From an optimization exercise on the open Yosys and OpenROAD flow, aimed at a short achievable clock period and few clock cycles per item; shortcuts taken in it are not production practice.
Where RTL was checked, it was by simulation tests only, not by an equivalence proof against the original.
The RTL of run 2 was laid out without a check of its function.
The clock cells of runs 2 to 5 come from the design's own scripts or RTL, not from TritonCTS.
No driver is modelled on the clock port, so clock power and skew are understated where the tree is cut down; a real chip needs a root buffer or a tree.
Power is estimated from default activity; no workload was simulated.

===== flow/run.sh =====
#!/bin/bash
# synth_recipe.tcl (not shown) runs the flow's synth.tcl, then flattens the netlist and writes it again
# the make line also repeats each setting of config.mk as NAME=value (left out here)
make -C /OpenROAD-flow-scripts/flow DESIGN_CONFIG=/design/flow/config.mk WORK_HOME=/design/flow/orfs CLKGATE_MAP_FILE= SYNTH_SCRIPT=/design/flow/synth_recipe.tcl finish

===== flow/config.mk =====
export PLATFORM = sky130hd
export DESIGN_NAME = strategy_engine
export DESIGN_NICKNAME = strategy_engine
export VERILOG_FILES = /design/flow/design.v
export SDC_FILE = /design/flow/constraint.sdc
export NUM_CORES = 4
export LEC_CHECK = 0
export ABC_CLOCK_PERIOD_IN_PS = 1600
export CAP_MARGIN = 20
export CORE_MARGIN = 2
export CORE_UTILIZATION = 40
export SETUP_SLACK_MARGIN = 2.0
export SLEW_MARGIN = 20
export TNS_END_PERCENT = 100

===== flow/constraint.sdc =====
create_clock -name core_clock -period 3.6 [get_ports {clk}]
set_input_delay 0.7200 -clock core_clock [delete_from_list [all_inputs] [get_ports {clk}]]
set_output_delay 0.7200 -clock core_clock [all_outputs]
set_load 0.01 [all_outputs]

===== flow/design.v =====
package t2t_pkg;
  localparam int DATA_W  = 32;
  localparam int SYM_W   = 4;
  localparam int NUM_SYM = 16;
  localparam int PRICE_W = 16;
  localparam int VOL_W   = 16;
  localparam int OID_W   = 16;
  localparam int MSG_TYPE_HI = 31;
  localparam int MSG_TYPE_LO = 30;
  localparam int SYM_HI = 29;
  localparam int SYM_LO = 26;
  localparam logic [1:0] MSG_NEW    = 2'd0;
  localparam logic [1:0] MSG_TRADE  = 2'd1;
  localparam logic [1:0] MSG_CANCEL = 2'd2;
  localparam logic [1:0] MSG_OTHER  = 2'd3;
  localparam logic [1:0] ST_WAIT  = 2'd0;
  localparam logic [1:0] ST_LD    = 2'd1;
  localparam logic [1:0] ST_CMP   = 2'd2;
  localparam logic [1:0] ST_ISSUE = 2'd3;
  localparam logic [1:0] FLD_ENABLE      = 2'd0;
  localparam logic [1:0] FLD_PRICE_LIMIT = 2'd1;
  localparam logic [1:0] FLD_MIN_VOLUME  = 2'd2;
  localparam logic [1:0] FLD_ORDER_QTY   = 2'd3;
endpackage
import t2t_pkg::*;
module strategy_engine
(
  input  logic               clk,
  input  logic               reset_n,
  input  logic               cfg_wr,
  input  logic [SYM_W-1:0]   cfg_sym,
  input  logic [1:0]         cfg_field,
  input  logic [DATA_W-1:0]  cfg_wdata,
  input  logic               dec_valid,
  input  logic               dec_sop,
  input  logic [DATA_W-1:0]  dec_data,
  output logic               dec_ready,
  input  logic               order_ready,
  output logic               order_valid,
  output logic [OID_W-1:0]   order_id,
  output logic [SYM_W-1:0]   order_sym,
  output logic [PRICE_W-1:0] order_price,
  output logic [VOL_W-1:0]   order_qty
);
  localparam int SET_W = 1 + PRICE_W + 2*VOL_W;    
  localparam int ORD_W = SYM_W + PRICE_W + VOL_W;
  function automatic logic [7:0] cmp_nib(input logic [15:0] a, input logic [15:0] b);
    logic [15:0] g1, l1;
    logic [7:0]  g2, l2;
    g1 = a & ~b;
    l1 = ~a & b;
    for (int i = 0; i < 8; i++) begin
      g2[i] = g1[2*i+1] | (~l1[2*i+1] & g1[2*i]);
      l2[i] = l1[2*i+1] | (~g1[2*i+1] & l1[2*i]);
    end
    for (int i = 0; i < 4; i++) begin
      cmp_nib[2*i+1] = g2[2*i+1] | (~l2[2*i+1] & g2[2*i]);
      cmp_nib[2*i]   = l2[2*i+1] | (~g2[2*i+1] & l2[2*i]);
    end
  endfunction
  function automatic logic [1:0] cmp_fin(input logic [7:0] c);
    logic [1:0] g, l;
    for (int i = 0; i < 2; i++) begin
      g[i] = c[4*i+3] | (~c[4*i+2] & c[4*i+1]);
      l[i] = c[4*i+2] | (~c[4*i+3] & c[4*i]);
    end
    cmp_fin = {g[1] | (~l[1] & g[0]), l[1] | (~g[1] & l[0])};
  endfunction
  logic [NUM_SYM-1:0] enable_q;
  logic [PRICE_W-1:0] price_limit_q [NUM_SYM];
  logic [VOL_W-1:0]   min_volume_q  [NUM_SYM];
  logic [VOL_W-1:0]   order_qty_q   [NUM_SYM];
  always_ff @(posedge clk) begin
    if (!reset_n) begin
      enable_q <= '0;
      for (int i = 0; i < NUM_SYM; i++) begin
        price_limit_q[i] <= '0;
        min_volume_q[i]  <= '0;
        order_qty_q[i]   <= '0;
      end
    end else if (cfg_wr) begin
      case (cfg_field)
        FLD_ENABLE:      enable_q[cfg_sym]      <= cfg_wdata[0];
        FLD_PRICE_LIMIT: price_limit_q[cfg_sym] <= cfg_wdata[PRICE_W-1:0];
        FLD_MIN_VOLUME:  min_volume_q[cfg_sym]  <= cfg_wdata[VOL_W-1:0];
        FLD_ORDER_QTY:   order_qty_q[cfg_sym]   <= cfg_wdata[VOL_W-1:0];
        default: ;
      endcase
    end
  end
  logic               dec_ready_q;
  logic               v0;        
  logic               sop0;
  logic               new0;      
  logic [1:0]         symhi0;
  logic [SYM_W-1:0]   sym0;
  logic [15:0]        d0;        
  logic [SET_W-1:0]   cand0 [4]; 
  assign dec_ready = dec_ready_q;
  always_ff @(posedge clk) begin
    if (!reset_n) v0 <= 1'b0;
    else          v0 <= dec_valid & dec_ready_q;
    sop0   <= dec_sop;
    new0   <= dec_sop & (dec_data[MSG_TYPE_HI:MSG_TYPE_LO] == MSG_NEW);
    sym0   <= dec_data[SYM_HI:SYM_LO];
    symhi0 <= dec_data[SYM_HI:SYM_HI-1];
    d0     <= dec_data[15:0];
    for (int j = 0; j < 4; j++) begin
      cand0[j] <= {enable_q[{2'(j), dec_data[SYM_LO+1:SYM_LO]}],
                   price_limit_q[{2'(j), dec_data[SYM_LO+1:SYM_LO]}],
                   min_volume_q[{2'(j), dec_data[SYM_LO+1:SYM_LO]}],
                   order_qty_q[{2'(j), dec_data[SYM_LO+1:SYM_LO]}]};
    end
  end
  logic               busy;
  logic               hd_en;
  logic [SYM_W-1:0]   hd_sym;
  logic [PRICE_W-1:0] hd_price;
  logic [PRICE_W-1:0] hd_lim;
  logic [VOL_W-1:0]   hd_minv;
  logic [VOL_W-1:0]   hd_qty;
  logic               b2_1;      
  logic [VOL_W-1:0]   vol1;
  logic [7:0]         c_price;   
  logic [7:0]         c_vol;     
  logic [7:0]         c_qty;     
  always_ff @(posedge clk) begin
    if (!reset_n) begin
      busy <= 1'b0;
      b2_1 <= 1'b0;
    end else begin
      if (v0) busy <= new0;
      b2_1 <= v0 & busy & ~sop0;
    end
    if (v0 & new0) begin
      hd_sym   <= sym0;
      hd_price <= d0;
      {hd_en, hd_lim, hd_minv, hd_qty} <= cand0[symhi0];
    end
    vol1 <= d0;
    c_price <= cmp_nib(hd_price, hd_lim);
    c_vol   <= cmp_nib(hd_minv, d0);
    c_qty   <= cmp_nib(d0, hd_qty);
  end
  logic [1:0]         f_price;
  logic [1:0]         f_vol;
  logic [1:0]         f_qty;
  logic               p_valid;
  logic [ORD_W-1:0]   p_ord;
  assign f_price = cmp_fin(c_price);
  assign f_vol   = cmp_fin(c_vol);
  assign f_qty   = cmp_fin(c_qty);
  always_ff @(posedge clk) begin
    if (!reset_n) p_valid <= 1'b0;
    else          p_valid <= b2_1 & hd_en & ~f_price[1] & ~f_vol[1];
    p_ord <= {hd_sym, hd_price, f_qty[0] ? vol1 : hd_qty};
  end
  logic [ORD_W-1:0]   fifo [4];
  logic [1:0]         rd_ptr, wr_ptr;
  logic [4:0]         fill;      
  logic [OID_W-1:0]   id_q;
  logic [OID_W-1:0]   id_inc;
  logic               take, ld, fifo_ne, push, pop;
  assign take     = order_valid & order_ready;
  assign ld       = ~order_valid | order_ready;
  assign fifo_ne  = ~fill[0];
  assign pop      = ld & fifo_ne;
  assign push     = p_valid & ~(ld & ~fifo_ne);
  assign order_id = id_q;
  always_comb begin
    for (int i = 0; i < OID_W; i++) id_inc[i] = id_q[i] ^ (&(id_q | ~((16'd1 << i) - 16'd1)));
  end
  always_ff @(posedge clk) begin
    if (!reset_n) begin
      order_valid <= 1'b0;
      rd_ptr      <= 2'd0;
      wr_ptr      <= 2'd0;
      fill        <= 5'b00001;
      id_q        <= '0;
    end else begin
      if (ld)   order_valid <= fifo_ne | p_valid;
      if (pop)  rd_ptr <= {rd_ptr[1] ^ rd_ptr[0], ~rd_ptr[0]};
      if (push) wr_ptr <= {wr_ptr[1] ^ wr_ptr[0], ~wr_ptr[0]};
      if (push & ~pop)      fill <= {fill[3:0], 1'b0};
      else if (pop & ~push) fill <= {1'b0, fill[4:1]};
      if (take) id_q <= id_inc;
    end
    if (ld)   {order_sym, order_price, order_qty} <= fifo_ne ? fifo[rd_ptr] : p_ord;
    if (push) fifo[wr_ptr] <= p_ord;
  end
  always_ff @(posedge clk) begin
    if (!reset_n) dec_ready_q <= 1'b1;
    else          dec_ready_q <= fill[0] | (fill[1] & ~order_valid);
  end
endmodule

==> results of run 1 <==
cells by family (layout without fill, tap and decap cells):
kind of cell / count (synthesis) / in the layout
mux: 327 / 327
buf+inv: 265 / 612
compound gates: 134 / 134
xor+xnor: 16 / 16
flops: 1357 / 1357
other cells: 0 / 3
fa+ha+maj: 58 / 58
simple gates: 1038 / 1044
power by group through the flow:
stage / Sequential (mW) / Clock [mW] / Combinational [mW]
3_3_place_gp: 18.3 / 0 / 1.97
6_report: 18.0 / 14.6 / 2.19
3_5_place_dp: 18.4 / 0 / 1.99
4_1_cts: 18.0 / 14.9 / 2.16
2_1_floorplan: 18.1 / 0 / 1.34
5_1_grt: 18.1 / 15.5 / 2.32
sequential cells by signal, summed over array words and instances (netlist names), 36 cells and up, named ones only:
register / cells
cand0: 196
fifo: 144
order_qty_q: 256
price_limit_q: 256
min_volume_q: 256
p_ord: 36
worst register-to-register path, delay by kind of cell (launching register included):
kind | cells | cell delay [ns]
flops | 1 | 0.42
mux | 2 | 0.80
buf+inv | 2 | 0.28
cell type report:
| type | count | area [sq um] |
|---|---|---|
| diodes | 3 | 7.51 |
| fillers | 10900 | 67400 |
| clock inverters | 65 | 573 |
| well taps | 1755 | 2200 |
| inverters | 31 | 153 |
| multi-input cells | 1579 | 16100 |
| clock buffers | 195 | 4090 |
| repair buffers | 321 | 3680 |
| flip-flops and latches | 1357 | 37400 |
per-stage QoR:
step                area (sq um)  power [mW]  std cells  setup slack [ns]  hold WS [ns]
global placement           57400        20.3       4921             0.262         0.324
floorplan                  55100        19.5       3195              1.48         0.323
finish                     64300        34.8       5306              1.58         0.307
global route               64200        35.9       5304              1.52         0.294
detailed placement         57400        20.4       4921             0.194         0.328
CTS                        63500        35.0       5272              1.52         0.270
how the worst max path moves through the flow:
stage | from | to | slack, ns | cells after the start
after floorplan | order_ready | fill[1] | 1.48 | 7
after global placement | cfg_sym[0] | order_qty_q[8][8] | 0.26 | 6
after detailed placement | cfg_sym[0] | price_limit_q[8][7] | 0.19 | 6
after CTS | order_price[11] | order_price[11] | 1.52 | 1
after global routing | order_qty[9] | order_qty[9] | 1.52 | 1
final | order_qty[9] | order_qty[9] | 1.58 | 1
Yosys cell counts (13+ instances only):
master	n	area (sq um)
buf_1	13	48.8
clkbuf_1	156	586
o211ai_1	17	128
ha_1	13	163
edfxtp_1	1017	30500
buf_2	54	270
inv_1	31	116
and2_1	791	4950
mux4_2	281	6330
dfxtp_1	340	6810
o21ai_0	77	385
nor2b_1	42	263
nand3_1	20	100
nand2_1	57	214
maj3_1	42	420
mux2_2	36	405
nor2_1	27	101
nand2b_1	38	238
nor2_2	25	156
timing repair:
| action | 4_1_cts | 5_1_grt |
|---|---|---|
| gates resized for setup | 407 | 78 |
| cloned | 16 | 2 |
| endpoints found under the setup margin | 1879 | 1288 |
| buffers inserted | 75 | 27 |
| pin swaps | 37 | 17 |
layer usage:
| layer | share of wire | GRT usage |
|---|---|---|
| met1 | 0.42 | 0.257 |
| met2 | 0.50 | 0.321 |
| met3 | 0.048 | 0.0295 |
| met4 | 0.028 | 0.0612 |
| met5 | 0.00041 | 0 |
==> results.txt, run 1 <==
* Hold path startpoint: dec_data[26]
* Share of cells above drive strength 1 at 0.295
* Initial antenna violation count at 15
* Gr usage total at 0.192
* Reg2Reg Setup Slack at 1.87 ns
* Root Buffer: clkbuf_16
* Worst-path clk slew at 0.06 ns
* Complex-gate fraction of the synthesized area at 0.0157
* Crit-path max FO at 1
* Hold Vio Cnt, Final at 0
* Post-layout util at 0.488
* CP max stage delay at 0.38 ns
* Core area at 0.132 sq mm
* Mux contribution to synthesized area at 0.129
* Cell Pwr Density at 541 mW/mm^2
* Slowest stage cell, crit path: edfxtp_1
* Reg-to-reg endpoint: order_qty[13]
* Max-slew headroom at 0.275
* Vias in the first global route at 27600
* I/O pin count at 130
* Synthesized instance count at 3195
* Area share of and/or/nand/nor cells after synthesis at 0.118
* Total grt overflow at 0
* Sequential share of the synthesized area at 0.703
* Clk sinks at 1357
* CTS max path bufs at 3
* Cell breakdown of the critical path: buf_2
* Combinational power share at 0.063
* DIE AREA at 0.136 sq mm
* Area share of fa/ha/maj cells after synthesis at 0.0116
* Register bit total from synthesis at 1357
* Initial Utilization at 0.404
* Synth unique cells at 49
* Tightest Hold Check Type: in -> reg
* Initial DRC Count at 2378
* Pins over their slew limit at 0
* Remaining DRCs at 0
* Most frequent cells in the layout: edfxtp_1, and2_1, dfxtp_1
* Final period utilization at 0.560
* Sequential power share at 0.518
* Die H at 369 um
* R2R depth at 4
* Status: finished clean
* Total Wirelength at 130000 um
* Hold depth at 1
* CP endpoint kind: output port
* GP Congestion at 0.763
* DRT Pass-1 Iters at 5
* Final setup fails at 0
* Post-synthesis xor/xnor area fraction at 0.00264
* Net count after synthesis at 3284
* Total CTS buffers at 141
* Clock network power share at 0.419
* Int Power at 27.2 mW
* Global-route wire length before repair at 190000 um
* Cell family with most CP delay: flip-flops
* Ys flop type: edfxtp_1
* Fmax at 496 MHz
* Combinational family with the most area after synthesis: multiplexers
* Final nets at 3520
* Commonest non-fill, non-tap cell in the layout: edfxtp_1
* Crit Path Class: reg -> out
* Worst Tran Pin Value at 1.09 ns
* Vias per cell at 5.12
* Mapped Avg Cell Area at 16.6 sq um
* Antenna-violating nets left at 0
* Crit path buf inv count at 1
* Sw Pwr at 7.57 mW
* Die span in x at 369 um
* EDFF count, synth at 1017
* Drt wl/cell at 24.5 um
* Max-cap violations at 0
* H-tree depth at 4
* Vias post-DR at 27200
* Hold path endpoint: sym0[0]
* Leakage at 22.5 nW
* CTS tree: done
* Layout Skew at 0.0258 ns
* Period minus WS final at 2.02 ns
* Arrival @ worst endpoint at 1.30 ns
* Clock latency on the worst-skew pair at 0.76 ns
* Net Sw Frac at 0.218
* Netlist Area Pre-Place at 0.0531 sq mm
* Final HPWL DP at 75800 um
* Pin count of the biggest net entering global routing at 51
* Count of hold-fix buffers inserted at cts at 0
* Syn-to-layout area delta at 20.9%
* RSZ-0062 raised after global routing: yes
* IO buf count at 103
* Critical Path RT at 2.88 ns
* Peak supply drop at 0.487 mV
* Fin Setup TNS at 0 ns
* Row Count at 133
* Ys Warns at 2
* Async SR Flop Fraction at 0
* Crit path launch type: flop
Testbench counts, summed over its fixed seeds: cycles 6,326, messages 3,200.
==> run 2: changes to the inputs <==
--- a/flow/design.v
+++ b/flow/design.v
@@ -68,2 +68,31 @@
   endfunction
+  logic               dec_ready_q;
+  logic               v0;        
+  logic               sop0;
+  logic               new0;      
+  logic [SYM_W-1:0]   sym0;
+  logic [3:0]         sello0;    
+  logic [15:0]        d0;        
+  logic [NUM_SYM-1:0] wsym0;     
+  logic [3:0]         wfld0;     
+  logic [15:0]        wdata0;
+  logic               rst0;      
+  assign dec_ready = dec_ready_q;
+  always_ff @(posedge clk) begin
+    if (!reset_n) begin
+      v0    <= 1'b0;
+      wsym0 <= '0;
+    end else begin
+      v0    <= dec_valid & dec_ready_q;
+      for (int i = 0; i < NUM_SYM; i++) wsym0[i] <= cfg_wr & (cfg_sym == SYM_W'(i));
+    end
+    rst0   <= ~reset_n;
+    sop0   <= dec_sop;
+    new0   <= dec_sop & (dec_data[MSG_TYPE_HI:MSG_TYPE_LO] == MSG_NEW);
+    sym0   <= dec_data[SYM_HI:SYM_LO];
+    for (int i = 0; i < 4; i++) sello0[i] <= (dec_data[SYM_LO+1:SYM_LO] == 2'(i));
+    d0     <= dec_data[15:0];
+    for (int f = 0; f < 4; f++) wfld0[f] <= (cfg_field == 2'(f));
+    wdata0 <= cfg_wdata[15:0];
+  end
   logic [NUM_SYM-1:0] enable_q;
@@ -73,3 +102,3 @@
   always_ff @(posedge clk) begin
-    if (!reset_n) begin
+    if (rst0) begin
       enable_q <= '0;
@@ -80,35 +109,41 @@
       end
-    end else if (cfg_wr) begin
-      case (cfg_field)
-        FLD_ENABLE:      enable_q[cfg_sym]      <= cfg_wdata[0];
-        FLD_PRICE_LIMIT: price_limit_q[cfg_sym] <= cfg_wdata[PRICE_W-1:0];
-        FLD_MIN_VOLUME:  min_volume_q[cfg_sym]  <= cfg_wdata[VOL_W-1:0];
-        FLD_ORDER_QTY:   order_qty_q[cfg_sym]   <= cfg_wdata[VOL_W-1:0];
-        default: ;
-      endcase
-    end
-  end
-  logic               dec_ready_q;
-  logic               v0;        
-  logic               sop0;
-  logic               new0;      
-  logic [1:0]         symhi0;
-  logic [SYM_W-1:0]   sym0;
-  logic [15:0]        d0;        
-  logic [SET_W-1:0]   cand0 [4]; 
-  assign dec_ready = dec_ready_q;
-  always_ff @(posedge clk) begin
-    if (!reset_n) v0 <= 1'b0;
-    else          v0 <= dec_valid & dec_ready_q;
-    sop0   <= dec_sop;
-    new0   <= dec_sop & (dec_data[MSG_TYPE_HI:MSG_TYPE_LO] == MSG_NEW);
-    sym0   <= dec_data[SYM_HI:SYM_LO];
-    symhi0 <= dec_data[SYM_HI:SYM_HI-1];
-    d0     <= dec_data[15:0];
+    end else begin
+      for (int i = 0; i < NUM_SYM; i++) begin
+        if (wsym0[i] & wfld0[FLD_ENABLE])      enable_q[i]      <= wdata0[0];
+        if (wsym0[i] & wfld0[FLD_PRICE_LIMIT]) price_limit_q[i] <= wdata0[PRICE_W-1:0];
+        if (wsym0[i] & wfld0[FLD_MIN_VOLUME])  min_volume_q[i]  <= wdata0[VOL_W-1:0];
+        if (wsym0[i] & wfld0[FLD_ORDER_QTY])   order_qty_q[i]   <= wdata0[VOL_W-1:0];
+      end
+    end
+  end
+  logic [SET_W-1:0]   cand1 [4];
+  logic               v1;
+  logic               sop1;
+  logic               new1;
+  logic [3:0]         selhi1;    
+  logic [SYM_W-1:0]   sym1;
+  logic [15:0]        d1;
+  logic [SET_W-1:0]   cand0 [4];
+  always_comb begin
     for (int j = 0; j < 4; j++) begin
-      cand0[j] <= {enable_q[{2'(j), dec_data[SYM_LO+1:SYM_LO]}],
-                   price_limit_q[{2'(j), dec_data[SYM_LO+1:SYM_LO]}],
-                   min_volume_q[{2'(j), dec_data[SYM_LO+1:SYM_LO]}],
-                   order_qty_q[{2'(j), dec_data[SYM_LO+1:SYM_LO]}]};
-    end
+      cand0[j] = '0;
+      for (int k = 0; k < 4; k++)
+        cand0[j] = cand0[j] | ({SET_W{sello0[k]}} &
+                   {enable_q[4*j+k], price_limit_q[4*j+k], min_volume_q[4*j+k], order_qty_q[4*j+k]});
+    end
+  end
+  always_ff @(posedge clk) begin
+    for (int j = 0; j < 4; j++) cand1[j] <= cand0[j];
+    if (!reset_n) v1 <= 1'b0;
+    else          v1 <= v0;
+    sop1 <= sop0;
+    new1 <= new0;
+    sym1 <= sym0;
+    for (int j = 0; j < 4; j++) selhi1[j] <= (sym0[3:2] == 2'(j));
+    d1   <= d0;
+  end
+  logic [SET_W-1:0]   rd1;
+  always_comb begin
+    rd1 = '0;
+    for (int j = 0; j < 4; j++) rd1 = rd1 | ({SET_W{selhi1[j]}} & cand1[j]);
   end
@@ -131,14 +166,14 @@
     end else begin
-      if (v0) busy <= new0;
-      b2_1 <= v0 & busy & ~sop0;
-    end
-    if (v0 & new0) begin
-      hd_sym   <= sym0;
-      hd_price <= d0;
-      {hd_en, hd_lim, hd_minv, hd_qty} <= cand0[symhi0];
-    end
-    vol1 <= d0;
+      if (v1) busy <= new1;
+      b2_1 <= v1 & busy & ~sop1;
+    end
+    if (v1 & new1) begin
+      hd_sym   <= sym1;
+      hd_price <= d1;
+      {hd_en, hd_lim, hd_minv, hd_qty} <= rd1;
+    end
+    vol1 <= d1;
     c_price <= cmp_nib(hd_price, hd_lim);
-    c_vol   <= cmp_nib(hd_minv, d0);
-    c_qty   <= cmp_nib(d0, hd_qty);
+    c_vol   <= cmp_nib(hd_minv, d1);
+    c_qty   <= cmp_nib(d1, hd_qty);
   end
==> flow/flow/run.sh (new file) <==
#!/bin/bash
# The standard layout, with the clock tree built by flow/mycts.tcl (a
# balanced two-level tree: the clock port drives four root buffers, each
# root the leaf buffers of its quadrant, each leaf an equal share of the
# flip-flops) in place of TritonCTS. Everything else is ORFS's own flow.
set -uo pipefail
export PRE_CTS_TCL="$PWD/flow/mycts.tcl"
export MYCTS_NX=8
export MYCTS_NY=6
bash standard.sh > standard.log 2>&1
==> flow/flow/mycts.tcl (new file) <==
# Hand-built two-level clock tree, run as the CTS step's PRE_CTS_TCL hook.
# The clock port drives NROOT root buffers; each root drives the leaf
# buffers of its quadrant; each leaf drives a cluster of flip-flops. The
# clusters hold equal numbers of flip-flops (split by x into columns, then
# each column by y), so every register sees the same two buffer stages.
# clock_tree_synthesis is then made a no-op; the rest of ORFS's CTS step
# (legalisation, timing repair) runs as usual.

set nx    [expr {[info exists ::env(MYCTS_NX)] ? $::env(MYCTS_NX) : 6}]
set ny    [expr {[info exists ::env(MYCTS_NY)] ? $::env(MYCTS_NY) : 6}]
set bufm  [expr {[info exists ::env(MYCTS_BUF)] ? $::env(MYCTS_BUF) : "sky130_fd_sc_hd__clkbuf_16"}]

set db    [ord::get_db]
set block [ord::get_db_block]
set master [$db findMaster $bufm]
set clk_net [$block findNet clk]

# Flip-flop clock pins on the clock net
set sinks {}
foreach it [$clk_net getITerms] {
  if {![$it isInputSignal]} { continue }
  set bb [[$it getInst] getBBox]
  set x [expr {([$bb xMin] + [$bb xMax]) / 2}]
  set y [expr {([$bb yMin] + [$bb yMax]) / 2}]
  lappend sinks [list $it $x $y]
}
set n [llength $sinks]
puts "mycts: $n sinks, $nx x $ny leaf clusters, $bufm"

proc split_even {lst k} {
  set n [llength $lst]
  set out {}
  for {set i 0} {$i < $k} {incr i} {
    set a [expr {($i * $n) / $k}]
    set b [expr {(($i + 1) * $n) / $k - 1}]
    lappend out [lrange $lst $a $b]
  }
  return $out
}

proc centroid {items} {
  set sx 0.0; set sy 0.0
  foreach s $items { set sx [expr {$sx + [lindex $s 1]}]; set sy [expr {$sy + [lindex $s 2]}] }
  set k [llength $items]
  return [list [expr {int($sx / $k)}] [expr {int($sy / $k)}]]
}

proc add_buf {block master name x y} {
  set inst [odb::dbInst_create $block $master $name]
  set w [[$inst getMaster] getWidth]
  set h [[$inst getMaster] getHeight]
  $inst setLocation [expr {$x - $w / 2}] [expr {$y - $h / 2}]
  $inst setPlacementStatus PLACED
  return $inst
}

set cols [split_even [lsort -integer -index 1 $sinks] $nx]
set leaves {}
set ci 0
foreach col $cols {
  set ri 0
  foreach grp [split_even [lsort -integer -index 2 $col] $ny] {
    lassign [centroid $grp] cx cy
    set name "clkleaf_${ci}_${ri}"
    set inst [add_buf $block $master $name $cx $cy]
    set net [odb::dbNet_create $block "clknet_leaf_${ci}_${ri}"]
    $net setSigType CLOCK
    [$inst findITerm X] connect $net
    foreach s $grp {
      set it [lindex $s 0]
      $it disconnect
      $it connect $net
    }
    lappend leaves [list $inst $cx $cy $ci $ri]
    incr ri
  }
  incr ci
}

# Roots: one per quadrant of the leaf grid
set quads [dict create]
foreach l $leaves {
  lassign $l inst cx cy ci ri
  set q [expr {($ci >= $nx / 2 ? 1 : 0) + ($ri >= $ny / 2 ? 2 : 0)}]
  dict lappend quads $q $l
}
dict for {q ls} $quads {
  lassign [centroid $ls] cx cy
  set inst [add_buf $block $master "clkroot_$q" $cx $cy]
  set net [odb::dbNet_create $block "clknet_root_$q"]
  $net setSigType CLOCK
  [$inst findITerm X] connect $net
  [$inst findITerm A] connect $clk_net
  foreach l $ls { [[lindex $l 0] findITerm A] connect $net }
}

global_connect
set_propagated_clock [all_clocks]

# The tree is built: skip TritonCTS
rename clock_tree_synthesis {}
proc clock_tree_synthesis {args} { puts "mycts: clock_tree_synthesis skipped" }
==> flow/standard.sh (new file) <==
#!/bin/bash
# synth_recipe.tcl (not shown) runs the flow's synth.tcl, then flattens the netlist and writes it again
# the make line also repeats each setting of config.mk as NAME=value (left out here)
make -C /OpenROAD-flow-scripts/flow DESIGN_CONFIG=/design/flow/config.mk WORK_HOME=/design/flow/orfs CLKGATE_MAP_FILE= SYNTH_SCRIPT=/design/flow/synth_recipe.tcl "${@:-finish}"
--- a/flow/config.mk
+++ b/flow/config.mk
@@ -10,3 +10,3 @@
 export CORE_MARGIN = 2
-export CORE_UTILIZATION = 40
+export CORE_UTILIZATION = 60
 export SETUP_SLACK_MARGIN = 2.0
removed: flow/run.sh
==> results.txt, run 2 <==
* Syn-to-layout area delta at 7.82%
* Most frequent cells in the layout: nand2_1, dfxtp_1, a21oi_1
* Vias per cell at 5.88 (+15%)
* Arrival @ worst endpoint at 1.10 ns (-0.20 ns)
* I/O pin count at 130 (unchanged)
* Tightest Hold Check Type: reg -> reg
* Most frequent cell after synthesis: nand2_1
* Die H at 297 um (-19%)
* Total Wirelength at 144000 um (+11%)
* Async SR Flop Fraction at 0 (unchanged)
* Remaining DRCs at 0 (unchanged)
* Initial Utilization at 0.606 (+0.202)
* Netlist Area Pre-Place at 0.0517 sq mm (-2.8%)
* Initial DRC Count at 4106 (+73%)
* Antenna fix cells at 0 (-3)
* Mapped Avg Cell Area at 9.35 sq um (-44%)
* Worst-path clk slew at 0.11 ns (+0.05 ns)
* Initial antenna violation count at 1 (-14)
* Core area at 0.0853 sq mm (-35%)
* Clock latency on the worst-skew pair at 0.47 ns (-0.29 ns)
* Drt wl/cell at 22.1 um (-9.6%)
* Hold Vio Cnt, Final at 0 (unchanged)
* Top flop regs: min_volume_q (256), order_qty_q (256), price_limit_q (256)
* Combinational power share at 0.045 (-0.018)
* Synth unique cells at 49 (unchanged)
* Critical Path RT at 2.88 ns (about the same)
* Crit path buf inv count at 1 (unchanged)
* Final setup fails at 0 (unchanged)
* Final nets at 5458 (+55%)
* Vias post-DR at 38300 (+41%)
* DIE AREA at 0.0885 sq mm (-35%)
* Max-cap violations at 0 (unchanged)
* Cell Pwr Density at 448 mW/mm^2 (-17%)
* Sw Pwr at 5.59 mW (-26%)
* Slowest stage cell, crit path: edfxtp_1
* Sequential power share at 0.668 (+0.150)
* Fmax at 551 MHz (+11%)
* Crit-path max FO at 1 (unchanged)
* Total grt overflow at 0 (unchanged)
* Layout Skew at 0.0217 ns (-0.00409 ns)
* Clock network power share at 0.287 (-0.132)
* Commonest non-fill, non-tap cell in the layout: nand2_1
* Leakage at 19.0 nW (-15%)
* Global-route wire length before repair at 217000 um (+14%)
* Count of hold-fix buffers inserted at cts at 0 (unchanged)
* Top post-synthesis cells by count: nand2_1, dfxtp_1, a21oi_1
* Crit Path Class: reg -> out
* Fin Setup TNS at 0 ns (unchanged)
* Ys flop type: dfxtp_1
* Die span in x at 297 um (-19%)
* Synthesized instance count at 5529 (+73%)
* Net Sw Frac at 0.224 (+0.00640)
* Cell family with most CP delay: flip-flops
* Status: finished clean
* Final HPWL DP at 84300 um (+11%)
* Synth top area cells: dfxtp_1, edfxtp_1, nand2_1, a21oi_1, a22oi_1
* RSZ-0062 raised after global routing: yes
* Period minus WS final at 1.82 ns (-0.200 ns)
* Synth top area share at 0.456 (-0.119)
* EDFF count, synth at 249 (-76%)
* Int Power at 19.4 mW (-29%)
* Share of cells above drive strength 1 at 0.101 (-0.193)
* Final period utilization at 0.505 (-0.0556)
* IO buf count at 103 (unchanged)
* Peak supply drop at 0.382 mV (-22%)
* GP Congestion at 0.817 (+7.1%)
* Vias in the first global route at 35600 (+29%)
* CP endpoint kind: output port
* CP max stage delay at 0.47 ns (+0.09 ns)
* Sequential share of the synthesized area at 0.600 (-0.102)
* Register bit total from synthesis at 1425 (+5.0%)
* Gr usage total at 0.313 (+0.121)
* DRT Pass-1 Iters at 6 (+1)
* Pins over their slew limit at 0 (unchanged)
* Row Count at 107 (-20%)
* Yosys top cell by area: dfxtp_1
* Final hold slack at 0.327 ns (+0.0204 ns)
* Net count after synthesis at 5614 (+71%)
* Worst Tran Pin Value at 0.906 ns (-0.181 ns)
* Antenna-violating nets left at 0 (unchanged)
* Crit path launch type: flop
* Cell breakdown of the critical path: buf_2
* Max-slew headroom at 0.395 (+0.120)
* Pin count of the biggest net entering global routing at 117 (+130%)
* Ys Warns at 6 (+4)
## run 2: layer usage
metal,wire (um),vias to the layer above,track usage
met1,59500,18500,0.423
met5,0,-,0
met4,5000,0,0.0885
met2,69800,1308,0.534
li1,-,18300,-
met3,9780,200,0.0348
## run 2: repair_timing
item,CTS,global route
pin swaps,14,13
gates cloned,12,1
resized for setup,438,63
buffers inserted,53,9
setup endpoints to repair,1306,679
## run 2: cell type report
| type | instances | area, sq um |
|---|---|---|
| Buffer | 52 | 1300 |
| Fill cell | 6978 | 29600 |
| Inverter | 32 | 128 |
| Multi-Input combinational cell | 3620 | 19000 |
| Sequential cell | 1425 | 31200 |
| Tap cell | 1144 | 1430 |
| Timing Repair Buffer | 242 | 2670 |
## run 2: final timing paths
kind / slack, ns / from / depth (start not counted) / to
hold reg to reg: 0.33 / d0[12] / 0 / d1[12]
setup / recovery: 1.78 / order_price[7] / 1 / order_price[7]
hold / removal: 0.33 / d0[12] / 0 / d1[12]
setup reg to reg: 1.80 / flop / 4 / order_price[1]
## run 2: cell families (layout without fill, tap and decap cells)
logic type | after synthesis | after routing | synth area share
multiplexers | 77 | 77 | 0.0271
AO/OA/AOI/OAI | 1346 | 1346 | 0.156
buffers and inverters | 490 | 326 | 0.0403
XOR/XNOR | 12 | 12 | 0.00203
AND/OR/NAND/NOR | 2125 | 2131 | 0.163
adder cells (fa/ha/maj) | 54 | 54 | 0.0112
flip-flops | 1425 | 1425 | 0.600
## run 2: per-stage QoR
| stage | setup slack [ns] | utilization | total power, mW | cell area [sq um] | cells |
|---|---|---|---|---|---|
| floorplan | 1.49 | - | 17.5 | 51700 | 5529 |
| global placement | 0.952 | 0.622 | 18.0 | 53000 | 6388 |
| detailed placement | 0.932 | 0.622 | 18.1 | 53000 | 6388 |
| CTS | 1.74 | 0.650 | 25.0 | 55400 | 6505 |
| global route | 1.74 | 0.653 | 25.7 | 55700 | 6515 |
| finish | 1.78 | 0.653 | 25.0 | 55700 | 6515 |
## run 2: power by group through the flow
stage / clock, mW / sequential, mW / combinational, mW
finish: 7.16 / 16.7 / 1.12
global route: 7.79 / 16.7 / 1.18
CTS: 7.27 / 16.7 / 1.08
detailed placement: 0 / 17.1 / 0.994
global placement: 0 / 17.1 / 0.983
floorplan: 0 / 16.8 / 0.728
==> run 3: changes to the inputs <==
--- a/flow/design.v
+++ b/flow/design.v
@@ -122,2 +122,3 @@
   logic               new1;
+  logic               ld1;       
   logic [3:0]         selhi1;    
@@ -136,4 +137,9 @@
     for (int j = 0; j < 4; j++) cand1[j] <= cand0[j];
-    if (!reset_n) v1 <= 1'b0;
-    else          v1 <= v0;
+    if (!reset_n) begin
+      v1  <= 1'b0;
+      ld1 <= 1'b0;
+    end else begin
+      v1  <= v0;
+      ld1 <= v0 & new0;
+    end
     sop1 <= sop0;
@@ -169,3 +175,3 @@
     end
-    if (v1 & new1) begin
+    if (ld1) begin
       hd_sym   <= sym1;
@@ -195,5 +201,4 @@
   logic [4:0]         fill;      
-  logic [OID_W-1:0]   id_q;
   logic [OID_W-1:0]   id_inc;
-  logic               take, ld, fifo_ne, push, pop;
+  logic               take, ld, fifo_ne, pop;
   assign take     = order_valid & order_ready;
@@ -202,6 +207,4 @@
   assign pop      = ld & fifo_ne;
-  assign push     = p_valid & ~(ld & ~fifo_ne);
-  assign order_id = id_q;
   always_comb begin
-    for (int i = 0; i < OID_W; i++) id_inc[i] = id_q[i] ^ (&(id_q | ~((16'd1 << i) - 16'd1)));
+    for (int i = 0; i < OID_W; i++) id_inc[i] = order_id[i] ^ (&(order_id | ~((16'd1 << i) - 16'd1)));
   end
@@ -210,2 +213,6 @@
       order_valid <= 1'b0;
+      order_id    <= '0;
+      order_sym   <= '0;
+      order_price <= '0;
+      order_qty   <= '0;
       rd_ptr      <= 2'd0;
@@ -213,13 +220,14 @@
       fill        <= 5'b00001;
-      id_q        <= '0;
-    end else begin
-      if (ld)   order_valid <= fifo_ne | p_valid;
+    end else begin
+      if (ld) begin
+        order_valid <= fifo_ne;
+        {order_sym, order_price, order_qty} <= fifo[rd_ptr];
+      end
+      if (take) order_id <= id_inc;
       if (pop)  rd_ptr <= {rd_ptr[1] ^ rd_ptr[0], ~rd_ptr[0]};
-      if (push) wr_ptr <= {wr_ptr[1] ^ wr_ptr[0], ~wr_ptr[0]};
-      if (push & ~pop)      fill <= {fill[3:0], 1'b0};
-      else if (pop & ~push) fill <= {1'b0, fill[4:1]};
-      if (take) id_q <= id_inc;
-    end
-    if (ld)   {order_sym, order_price, order_qty} <= fifo_ne ? fifo[rd_ptr] : p_ord;
-    if (push) fifo[wr_ptr] <= p_ord;
+      if (p_valid) wr_ptr <= {wr_ptr[1] ^ wr_ptr[0], ~wr_ptr[0]};
+      if (p_valid & ~pop)      fill <= {fill[3:0], 1'b0};
+      else if (pop & ~p_valid) fill <= {1'b0, fill[4:1]};
+    end
+    if (p_valid) fifo[wr_ptr] <= p_ord;
   end
==> results.txt, run 3 <==
* Final HPWL DP at 80400 um (-4.6%)
* Pin count of the biggest net entering global routing at 137 (+17%)
* Placed insts at 6441 (+0.83%)
* Synth unique cells at 44 (-10%)
* Synth top area share at 0.474 (+0.0182)
* Die H at 296 um (-0.48%)
* Final hold slack at 0.333 ns (+0.00600 ns)
* Peak supply drop at 0.429 mV (+12%)
* RSZ-0062 raised after global routing: yes
* Cell breakdown of the critical path: buf_6
* Critical Path RT at 2.88 ns (about the same)
* Final nets at 5465 (+0.13%)
* Net count after synthesis at 5689 (+1.3%)
* Ys flop type: dfxtp_1
* Crit path buf inv count at 1 (unchanged)
* Final cell count without fillers at 6524 (+0.14%)
* Hold Vio Cnt, Final at 0 (unchanged)
* Global-route wire length before repair at 204000 um (-6.0%)
* Clock latency on the worst-skew pair at 0.48 ns (about the same)
* Yosys top cell by area: dfxtp_1
* Worst Tran Pin Value at 1.03 ns (+0.123 ns)
* CP endpoint kind: output port
* Die span in x at 296 um (-0.48%)
* Synthesized instance count at 5604 (+1.4%)
* Pins over their slew limit at 0 (unchanged)
* DP Worst Slack at 1.24 ns (+0.306 ns)
* Initial antenna violation count at 4 (+3)
* Remaining DRCs at 0 (unchanged)
* Post-synthesis xor/xnor area fraction at 0.00222 (+0.000191)
* Layout Skew at 0.0319 ns (+0.0102 ns)
* Most frequent cells in the layout: nand2_1, dfxtp_1, a21oi_1
* Total Wirelength at 136000 um (-5.9%)
* Top post-synthesis cells by count: nand2_1, dfxtp_1, a21oi_1
* GP Congestion at 0.803 (-1.7%)
* Vias in the first global route at 34600 (-2.7%)
* Post-DP Area at 0.0524 sq mm (-1.1%)
* Post-layout util at 0.644 (-0.00939)
* IO buf count at 103 (unchanged)
* Initial Utilization at 0.603 (-0.00304)
* Worst-path clk slew at 0.11 ns (about the same)
* Pwr Total at 24.7 mW (-0.91%)
* Final setup fails at 0 (unchanged)
* Complex-gate fraction of the synthesized area at 0.161 (+0.00476)
* Syn-to-layout area delta at 6.81%
* Crit path launch type: flop
* Vias per cell at 5.81 (-1.2%)
* Fin Setup TNS at 0 ns (unchanged)
* Sequential share of the synthesized area at 0.599 (-0.00155)
* EDFF count, synth at 213 (-14%)
* Commonest non-fill, non-tap cell in the layout: nand2_1
* Crit-path max FO at 2 (+1)
* Status: finished clean
* Arrival @ worst endpoint at 0.94 ns (-0.16 ns)
* Netlist Area Pre-Place at 0.0512 sq mm (-0.97%)
* Area share of and/or/nand/nor cells after synthesis at 0.170 (+0.00688)
* Mapped Avg Cell Area at 9.13 sq um (-2.3%)
* CP max stage delay at 0.37 ns (-0.10 ns)
* Top flop regs: min_volume_q (256), order_qty_q (256), price_limit_q (256)
* Antenna-violating nets left at 0 (unchanged)
* Max-cap violations at 0 (unchanged)
* Vias post-DR at 37900 (-1.1%)
* Core area at 0.0849 sq mm (-0.47%)
* Synth top area cells: dfxtp_1, nand2_1, edfxtp_1, a21oi_1, a22oi_1
* Most frequent cell after synthesis: nand2_1
* Setup ws final at 1.94 ns (+0.158 ns)
* Period minus WS final at 1.66 ns (-0.158 ns)
* DIE AREA at 0.0876 sq mm (-0.96%)
* DRT Pass-1 Iters at 8 (+2)
* Register bit total from synthesis at 1424 (-0.070%)
* Total grt overflow at 0 (unchanged)
* Share of cells above drive strength 1 at 0.0902 (-0.0113)
* Fmax at 603 MHz (+9.5%)
* Leakage at 18.5 nW (-2.5%)
* Ys Warns at 6 (unchanged)
* I/O pin count at 130 (unchanged)
* Fill count at 7201 (+3.2%)
* Initial DRC Count at 3806 (-7.3%)
* Final period utilization at 0.461 (-0.0438)
* Area share of fa/ha/maj cells after synthesis at 0.0115 (+0.000305)
* Tightest Hold Check Type: reg -> reg
* Combinational family with the most area after synthesis: simple AND/OR/NAND/NOR gates
* Crit Path Class: reg -> out
* Async SR Flop Fraction at 0 (unchanged)
* Cell family with most CP delay: flip-flops
* Max-slew headroom at 0.313 (-0.0821)
* Mux contribution to synthesized area at 0.0168 (-0.0103)
* Cell Pwr Density at 452 mW/mm^2 (+1.0%)
* Drt wl/cell at 20.8 um (-6.1%)
* Row Count at 107 (unchanged)
* Gr usage total at 0.299 (-0.0141)
* Fin area at 0.0547 sq mm (-1.9%)
* Slowest stage cell, crit path: dfxtp_4
==> run 3: what timing repair did <==
item / CTS / global route
gates cloned: 1 / 1
gates resized for setup: 472 / 54
setup buffers: 22 / 5
hold buffers: 0 / 0
setup endpoints to repair: 1239 / 646
pin swaps: 9 / 3
==> run 3: cells by family (layout without fill, tap and decap cells) <==
logic type,after synthesis,in the layout
mux,41,41
other cells,0,2
fa+ha+maj,54,54
buf+inv,494,267
compound gates,1380,1380
xor+xnor,13,13
flops,1424,1424
simple gates,2198,2199
==> run 3: worst paths after layout <==
path,start,to,slack [ns],cells past startpoint
worst max-delay path,order_valid,order_valid,1.94,1
worst min-delay path,d0[4],d1[4],0.33,0
worst max register to register,selhi1[2],hd_lim[11],1.95,3
worst min register to register,d0[4],d1[4],0.33,0
==> run 3: cell type report <==
cell class / count / area (sq um) / area share
repair buffers: 187 / 2050 / 0.0376
plain buffers: 52 / 1300 / 0.0238
diodes: 2 / 5.00 / 0.0000916
well taps: 1144 / 1430 / 0.0262
flip-flops and latches: 1424 / 30800 / 0.564
multi-input cells: 3687 / 18900 / 0.346
inverters: 28 / 105 / 0.00192
==> run 3: power breakdown <==
| group | switching [mW] | internal [mW] | leakage (nW) |
|---|---|---|---|
| logic | 0.663 | 0.359 | 6.22 |
| registers | 0.320 | 16.2 | 11.7 |
| clock network | 4.54 | 2.61 | 0.641 |
| total | 5.52 | 19.2 | 18.5 |
==> run 3: routing by layer <==
metal	track usage	vias up	wire, um
li1	-	18300	-
met1	0.434	18100	59400
met2	0.479	1284	62900
met3	0.0334	169	9530
met4	0.0761	4	3710
met5	0	-	27
Testbench counts of run 3, summed over its fixed seeds: cycles 6,336, messages 3,200.
==> run 4: changes to the inputs <==
--- a/flow/design.v
+++ b/flow/design.v
@@ -73,3 +73,3 @@
   logic [SYM_W-1:0]   sym0;
-  logic [3:0]         sello0;    
+  logic [7:0]         sello0;    
   logic [15:0]        d0;        
@@ -92,3 +92,3 @@
     sym0   <= dec_data[SYM_HI:SYM_LO];
-    for (int i = 0; i < 4; i++) sello0[i] <= (dec_data[SYM_LO+1:SYM_LO] == 2'(i));
+    for (int i = 0; i < 8; i++) sello0[i] <= (dec_data[SYM_LO+2:SYM_LO] == 3'(i));
     d0     <= dec_data[15:0];
@@ -118,3 +118,3 @@
   end
-  logic [SET_W-1:0]   cand1 [4];
+  logic [SET_W-1:0]   cand1 [2];
   logic               v1;
@@ -123,16 +123,15 @@
   logic               ld1;       
-  logic [3:0]         selhi1;    
   logic [SYM_W-1:0]   sym1;
   logic [15:0]        d1;
-  logic [SET_W-1:0]   cand0 [4];
+  logic [SET_W-1:0]   cand0 [2];
   always_comb begin
-    for (int j = 0; j < 4; j++) begin
+    for (int j = 0; j < 2; j++) begin
       cand0[j] = '0;
-      for (int k = 0; k < 4; k++)
+      for (int k = 0; k < 8; k++)
         cand0[j] = cand0[j] | ({SET_W{sello0[k]}} &
-                   {enable_q[4*j+k], price_limit_q[4*j+k], min_volume_q[4*j+k], order_qty_q[4*j+k]});
-    end
-  end
-  always_ff @(posedge clk) begin
-    for (int j = 0; j < 4; j++) cand1[j] <= cand0[j];
+                   {enable_q[8*j+k], price_limit_q[8*j+k], min_volume_q[8*j+k], order_qty_q[8*j+k]});
+    end
+  end
+  always_ff @(posedge clk) begin
+    for (int j = 0; j < 2; j++) cand1[j] <= cand0[j];
     if (!reset_n) begin
@@ -147,3 +146,2 @@
     sym1 <= sym0;
-    for (int j = 0; j < 4; j++) selhi1[j] <= (sym0[3:2] == 2'(j));
     d1   <= d0;
@@ -151,6 +149,3 @@
   logic [SET_W-1:0]   rd1;
-  always_comb begin
-    rd1 = '0;
-    for (int j = 0; j < 4; j++) rd1 = rd1 | ({SET_W{selhi1[j]}} & cand1[j]);
-  end
+  assign rd1 = sym1[3] ? cand1[1] : cand1[0];
   logic               busy;
@@ -198,5 +193,6 @@
   end
-  logic [ORD_W-1:0]   fifo [4];
-  logic [1:0]         rd_ptr, wr_ptr;
-  logic [4:0]         fill;      
+  logic [ORD_W-1:0]   fifo [3];
+  logic [2:0]         rd_ptr, wr_ptr;    
+  logic [3:0]         fill;              
+  logic [ORD_W-1:0]   head;
   logic [OID_W-1:0]   id_inc;
@@ -208,2 +204,6 @@
   always_comb begin
+    head = '0;
+    for (int i = 0; i < 3; i++) head = head | ({ORD_W{rd_ptr[i]}} & fifo[i]);
+  end
+  always_comb begin
     for (int i = 0; i < OID_W; i++) id_inc[i] = order_id[i] ^ (&(order_id | ~((16'd1 << i) - 16'd1)));
@@ -217,5 +217,5 @@
       order_qty   <= '0;
-      rd_ptr      <= 2'd0;
-      wr_ptr      <= 2'd0;
-      fill        <= 5'b00001;
+      rd_ptr      <= 3'b001;
+      wr_ptr      <= 3'b001;
+      fill        <= 4'b0001;
     end else begin
@@ -223,11 +223,11 @@
         order_valid <= fifo_ne;
-        {order_sym, order_price, order_qty} <= fifo[rd_ptr];
+        {order_sym, order_price, order_qty} <= head;
       end
       if (take) order_id <= id_inc;
-      if (pop)  rd_ptr <= {rd_ptr[1] ^ rd_ptr[0], ~rd_ptr[0]};
-      if (p_valid) wr_ptr <= {wr_ptr[1] ^ wr_ptr[0], ~wr_ptr[0]};
-      if (p_valid & ~pop)      fill <= {fill[3:0], 1'b0};
-      else if (pop & ~p_valid) fill <= {1'b0, fill[4:1]};
-    end
-    if (p_valid) fifo[wr_ptr] <= p_ord;
+      if (pop)  rd_ptr <= {rd_ptr[1:0], rd_ptr[2]};
+      if (p_valid) wr_ptr <= {wr_ptr[1:0], wr_ptr[2]};
+      if (p_valid & ~pop)      fill <= {fill[2:0], 1'b0};
+      else if (pop & ~p_valid) fill <= {1'b0, fill[3:1]};
+    end
+    for (int i = 0; i < 3; i++) if (p_valid & wr_ptr[i]) fifo[i] <= p_ord;
   end
==> results.txt, run 4 <==
* Drt wl/cell at 23.2 um (+11%)
* Count of hold-fix buffers inserted at cts at 0 (unchanged)
* Tightest Hold Check Type: reg -> reg
* Crit Path Class: reg -> reg
* Core area at 0.0776 sq mm (-8.6%)
* Setup ws final at 1.92 ns (-0.0261 ns)
* Leakage at 16.3 nW (-12%)
* Final setup fails at 0 (unchanged)
* Antenna fix cells at 0 (-2)
* Initial antenna violation count at 6 (+2)
* Vias per cell at 6.12 (+5.4%)
* Layout Skew at 0.0201 ns (-0.0118 ns)
* CP max stage delay at 0.51 ns (+0.14 ns)
* Combinational power share at 0.041 (about the same)
* Peak supply drop at 0.427 mV (-0.42%)
* Total grt overflow at 0 (unchanged)
* Vias in the first global route at 33900 (-2.1%)
* DIE AREA at 0.0807 sq mm (-7.9%)
* Most frequent cells in the layout: nand2_1, dfxtp_1, a21oi_1
* Share of cells above drive strength 1 at 0.0993 (+0.00910)
* Synth unique cells at 44 (unchanged)
* Synth top area cells: dfxtp_1, nand2_1, edfxtp_1, a21oi_1, a22oi_1
* Initial Utilization at 0.607 (+0.00374)
* Commonest non-fill, non-tap cell in the layout: nand2_1
* I/O pin count at 130 (unchanged)
* Status: finished clean
* Period minus WS final at 1.68 ns (+0.0261 ns)
* Fin Setup TNS at 0 ns (unchanged)
* Register bit total from synthesis at 1291 (-9.3%)
* EDFF count, synth at 177 (-17%)
* Worst-path clk slew at 0.10 ns (about the same)
* Cell Pwr Density at 450 mW/mm^2 (-0.54%)
* RSZ-0062 raised after global routing: yes
* Crit path launch type: flop
* Crit-path max FO at 1 (-1)
* Remaining DRCs at 0 (unchanged)
* DRT Pass-1 Iters at 7 (-1)
* Clock latency on the worst-skew pair at 0.47 ns (about the same)
* Die span in x at 284 um (-4.0%)
* Pins over their slew limit at 0 (unchanged)
* CP endpoint kind: flop
* Int Power at 17.7 mW (-8.1%)
* Sequential share of the synthesized area at 0.587 (-0.0121)
* Slowest stage cell, crit path: edfxtp_1
* Hold Vio Cnt, Final at 0 (unchanged)
* Final HPWL DP at 78100 um (-2.9%)
* Synthesized instance count at 5223 (-6.8%)
* Crit path buf inv count at 0 (-1)
* Sequential power share at 0.660 (-0.010)
* Pin count of the biggest net entering global routing at 109 (-20%)
* Top post-synthesis cells by count: nand2_1, dfxtp_1, a21oi_1
* IO buf count at 103 (unchanged)
* Syn-to-layout area delta at 7.63%
* Net count after synthesis at 5304 (-6.8%)
* Final nets at 5109 (-6.5%)
* Top flop regs: min_volume_q (256), order_qty_q (256), price_limit_q (256)
* Max-slew headroom at 0.285 (-0.0284)
* Antenna-violating nets left at 0 (unchanged)
* Synth top area share at 0.474 (about the same)
* Fmax at 594 MHz (-1.5%)
* Net Sw Frac at 0.226 (+0.00243)
* Row Count at 102 (-4.7%)
* Yosys top cell by area: dfxtp_1
* Critical Path RT at 3.95 ns (+1.07 ns)
* Cell breakdown of the critical path: nor2b_4, maj3_2, maj3_2, maj3_2
* Cell mode on critical path: maj3_2
* Most frequent cell after synthesis: nand2_1
* Initial DRC Count at 4597 (+21%)
* Ys Warns at 7 (+1)
* Worst Tran Pin Value at 1.07 ns (+0.0441 ns)
* Clock network power share at 0.299 (+0.010)
* Global-route wire length before repair at 209000 um (+2.3%)
* Gr usage total at 0.333 (+0.0337)
* GP Congestion at 0.808 (+0.60%)
* Async SR Flop Fraction at 0 (unchanged)
* Post-layout util at 0.653 (+0.00897)
* Mapped Avg Cell Area at 9.01 sq um (-1.3%)
* Arrival @ worst endpoint at 2.03 ns (+1.09 ns)
* Total Wirelength at 140000 um (+3.6%)
* Sw Pwr at 5.14 mW (-6.8%)
* Vias post-DR at 37200 (-2.0%)
* DP Worst Slack at 1.21 ns (-0.0254 ns)
* Netlist Area Pre-Place at 0.0471 sq mm (-8.0%)
* Die H at 284 um (-4.0%)
* Ys flop type: dfxtp_1
* Cell family with most CP delay: adder cells
* Max-cap violations at 0 (unchanged)
* Final period utilization at 0.468 (+0.00724)
-- run 4: what timing repair did --
action | in CTS | in global routing
pin swaps | 7 | 8
setup endpoints to repair | 1151 | 274
buffers inserted | 37 | 13
gates resized for setup | 463 | 35
-- run 4: final timing paths --
check,to,slack (ns),cells after the start,startpoint
max,c_vol[1],1.92,4,hd_minv[0]
min,d1[9],0.33,0,d0[9]
max reg2reg,c_vol[1],1.92,4,hd_minv[0]
min reg2reg,d1[9],0.33,0,d0[9]
-- run 4: through the flow --
stage	instances	area, sq um	power (mW)	hold WS (ns)
after floorplan	5223	47100	15.7	0.310
after global placement	5963	48300	16.2	0.310
after detailed placement	5963	48300	16.2	0.313
after CTS	6052	50400	22.8	0.332
after global routing	6066	50700	23.4	0.335
final	6066	50700	22.8	0.332
-- run 4: worst reg2reg max path: stages, from the launching register on --
cell	delay, ns
edfxtp_1	0.51
nor2b_4	0.17
maj3_2	0.30
maj3_2	0.30
maj3_2	0.30
-- run 4: power by group through the flow --
stage / sequential (mW) / combinational (mW) / clock (mW)
global placement: 15.4 / 0.793 / 0
global route: 15.1 / 0.988 / 7.37
finish: 15.0 / 0.943 / 6.82
floorplan: 15.1 / 0.592 / 0
detailed placement: 15.4 / 0.797 / 0
CTS: 15.0 / 0.904 / 6.87
-- run 4: cells by family after synthesis --
logic type,after synthesis,synth area share
muxes,55,0.0130
AOI/OAI and AO/OA,1320,0.169
and+or+nand+nor,2013,0.175
buffers and inverters,484,0.0428
DFF,1291,0.587
adders and majority gates,50,0.0115
xor gates and xnor gates,10,0.00186
-- run 4: layer usage --
layer	GRT usage	vias to the layer above	wire [um]
met5	0	-	17
met2	0.546	1778	65500
met4	0.106	2	5020
met3	0.0321	283	12600
met1	0.467	17800	57300
li1	-	17300	-
-- run 4: final cells by class --
class,count,area [sq um]
sequential,1291,27800
fill,6596,26900
multi-input combinational,3448,17800
timing repair buffer,207,2350
buffer,52,1300
tap,1040,1300
inverter,28,115
Testbench counts of run 4, summed over its fixed seeds: cycles 6,336, messages 3,200.
==> run 5: changes to the inputs <==
--- a/flow/config.mk
+++ b/flow/config.mk
@@ -10,4 +10,4 @@
 export CORE_MARGIN = 2
-export CORE_UTILIZATION = 60
-export SETUP_SLACK_MARGIN = 2.0
+export CORE_UTILIZATION = 70
+export SETUP_SLACK_MARGIN = 2.1
 export SLEW_MARGIN = 20
==> results.txt, run 5 <==
* Post-layout util at 0.759 (+0.106)
* Worst-path clk slew at 0.10 ns (about the same)
* Final period utilization at 0.497 (+0.0291)
* Yosys top cell by area: dfxtp_1
* Total Wirelength at 135000 um (-3.7%)
* Leakage at 16.7 nW (+2.1%)
* DRT Pass-1 Iters at 8 (+1)
* Gr usage total at 0.373 (+0.0404)
* Period minus WS final at 1.79 ns (+0.105 ns)
* Register bit total from synthesis at 1291 (unchanged)
* Vias post-DR at 37500 (+0.94%)
* Top flop regs: min_volume_q (256), order_qty_q (256), price_limit_q (256)
* Crit Path Class: reg -> reg
* Ys Warns at 7 (unchanged)
* Die H at 263 um (-7.3%)
* Routing usage on met2 at 0.613 (+0.0670)
* Mapped Avg Cell Area at 9.01 sq um (unchanged)
* Fmax at 559 MHz (-5.9%)
* CP endpoint kind: flop
* Arrival @ worst endpoint at 2.13 ns (+0.10 ns)
* EDFF count, synth at 177 (unchanged)
* Crit-path max FO at 1 (unchanged)
* Setup ws final at 1.81 ns (-0.105 ns)
* Layout Skew at 0.0236 ns (+0.00350 ns)
* Antenna-violating nets left at 0 (unchanged)
* Count of hold-fix buffers inserted at cts at 0 (unchanged)
* Vias per cell at 6.36 (+3.8%)
* Row Count at 95 (-6.9%)
* Worst Tran Pin Value at 1.04 ns (-0.0379 ns)
* I/O pin count at 130 (unchanged)
* Cell family with most CP delay: adder cells
* Core area at 0.0669 sq mm (-14%)
* Initial DRC Count at 5026 (+9.3%)
* Max-cap violations at 0 (unchanged)
* Initial antenna violation count at 1 (-5)
* Initial Utilization at 0.703 (+0.0968)
* Share of cells above drive strength 1 at 0.108 (+0.00858)
* Commonest non-fill, non-tap cell in the layout: nand2_1
* Netlist Area Pre-Place at 0.0471 sq mm (unchanged)
* Clock latency on the worst-skew pair at 0.46 ns (about the same)
* Vias in the first global route at 34800 (+2.8%)
* Remaining DRCs at 0 (unchanged)
* Final HPWL DP at 74400 um (-4.8%)
* Drt wl/cell at 22.9 um (-1.0%)
* Status: finished clean
* Syn-to-layout area delta at 7.84%
* Global-route wire length before repair at 203000 um (-3.0%)
* Cell Pwr Density at 448 mW/mm^2 (-0.50%)
* Total grt overflow at 0 (unchanged)
* DIE AREA at 0.0693 sq mm (-14%)
* Synthesized instance count at 5223 (unchanged)
* Async SR Flop Fraction at 0 (unchanged)
* DP Worst Slack at 1.21 ns (-0.00121 ns)
* Hold Vio Cnt, Final at 0 (unchanged)
* Tightest Hold Check Type: reg -> reg
* Most frequent cells in the layout: nand2_1, dfxtp_1, a21oi_1
* Pins over their slew limit at 0 (unchanged)
* Met3 Track Usage GR at 0.0556 (+0.0235)
* Synth top area share at 0.474 (unchanged)
* Top post-synthesis cells by count: nand2_1, dfxtp_1, a21oi_1
* Cell breakdown of the critical path: nor2b_4, maj3_2, maj3_2, maj3_2
* Crit path buf inv count at 0 (unchanged)
* IO buf count at 103 (unchanged)
* Pin count of the biggest net entering global routing at 106 (-2.8%)
* Fin Setup TNS at 0 ns (unchanged)
* Synth unique cells at 44 (unchanged)
* Crit path launch type: flop
* GRT Max-Usage Layer: met2
* Final nets at 5108 (-0.020%)
* CP max stage delay at 0.55 ns (+0.04 ns)
* RSZ-0062 raised after global routing: yes
* Sequential share of the synthesized area at 0.587 (unchanged)
* Synth top area cells: dfxtp_1, nand2_1, edfxtp_1, a21oi_1, a22oi_1
* Slowest stage cell, crit path: edfxtp_1
* Die span in x at 263 um (-7.3%)
* Final setup fails at 0 (unchanged)
* Fill count at 4872 (-26%)
* Cell mode on critical path: maj3_2
* Peak supply drop at 0.468 mV (+9.6%)
* GP Congestion at 0.854 (+5.8%)
* Critical Path RT at 3.94 ns (about the same)
* Routing usage on met1 at 0.496 (+0.0293)
* Net count after synthesis at 5304 (unchanged)
* Most frequent cell after synthesis: nand2_1
* Max-slew headroom at 0.310 (+0.0253)
* Ys flop type: dfxtp_1
[run 5: cell types whose count changed in the layout (fill, tap and decap cells not counted), sizes merged]
cell,before,now
clkbuf,53,52
clkdlybuf4s50,46,44
clkinvlp,0,1
diode,0,1
dlygate4sd2,0,3
dlymetal6s2s,2,1
inv,28,27
[run 5: final timing paths]
path	startpoint	endpoint	slack (ns)	depth (start not counted)
worst max-delay path	hd_minv[0]	c_vol[1]	1.81	4
worst min-delay path	d0[13]	d1[13]	0.33	0
worst max register to register	hd_minv[0]	c_vol[1]	1.81	4
worst min register to register	d0[13]	d1[13]	0.33	0
[run 5: cells by family after synthesis]
| logic type | after synthesis | share of synthesized area |
|---|---|---|
| simple gates | 2013 | 0.175 |
| mux | 55 | 0.0130 |
| fa+ha+maj | 50 | 0.0115 |
| buf+inv | 484 | 0.0428 |
| xor+xnor | 10 | 0.00186 |
| flops | 1291 | 0.587 |
| compound gates | 1320 | 0.169 |
[run 5: metal layers]
| metal | up-vias | share of wire | wire length (um) |
|---|---|---|---|
| met3 | 390 | 0.11 | 14700 |
| met1 | 17700 | 0.38 | 51200 |
| met5 | - | 0 | 0 |
| li1 | 17300 | - | - |
| met2 | 2082 | 0.47 | 63100 |
| met4 | 0 | 0.046 | 6210 |
[run 5: final cells by class]
cell class | instances | area (sq um) | area share
diodes | 1 | 2.50 | 0.0000493
multi-input cells | 3448 | 18100 | 0.356
inverters | 28 | 111 | 0.00219
well taps | 873 | 1090 | 0.0215
plain buffers | 52 | 1300 | 0.0256
flip-flops and latches | 1291 | 27800 | 0.548
repair buffers | 206 | 2350 | 0.0464
[run 5: metrics by stage]
step | power, mW | hold WS [ns] | instances | instance area (sq um)
after floorplan | 15.7 | 0.310 | 5223 | 47200
after detailed placement | 16.1 | 0.312 | 5783 | 47900
after global routing | 23.3 | 0.334 | 5898 | 50800
final | 22.7 | 0.329 | 5899 | 50800
after CTS | 22.6 | 0.331 | 5877 | 50200
after global placement | 16.1 | 0.310 | 5783 | 47900
[run 5: timing repair]
action / 4_1_cts / 5_1_grt
buffers inserted: 42 / 21
gates resized for setup: 501 / 111
pin swaps: 27 / 20
gates cloned: 0 / 0
endpoints found under the setup margin: 1167 / 742
endpoints found under the hold margin: 0 / 0
[run 5: power breakdown]
group / switching (mW) / internal, mW / total, mW
clock network: 4.16 / 2.60 / 6.76
registers: 0.335 / 14.7 / 15.0
logic: 0.583 / 0.348 / 0.931

## static timing again, ports no longer ideal
The flow's constraints put no driver on any port. The routed layouts listed below were extracted and timed again, unchanged, in two steps. Step 1, drivers: a clkbuf_16 drives clk and a buf_2 each remaining input, both assumed. Step 2 adds t to the input delays and takes it off the output delays; t is the mean of the earliest and latest rising clock arrival at the registers after step 1. Input paths then give back, and output paths get back, about the clock's delay inside the block. Three values: ideal ports, drivers, drivers and shift; two values: the first two.
run	t, ns	setup slack, ns	worst data-port slew with drivers (ns)
run 1	0.828	1.584 / 1.501 / 1.198	0.09
run 2	0.605	1.784 / 1.636 / 1.464	0.06
run 3	0.613	1.942 / 1.791 / 1.593	0.08
run 4	0.601	1.915 / 1.791 / 1.666	0.06
run 5	0.594	1.811 / 1.795 / 1.687	0.08
After both steps every run listed still meets setup and hold. For run 1, which loses most, drivers alone change the setup slack by -0.083 ns; drivers and shift together by -0.386 ns.
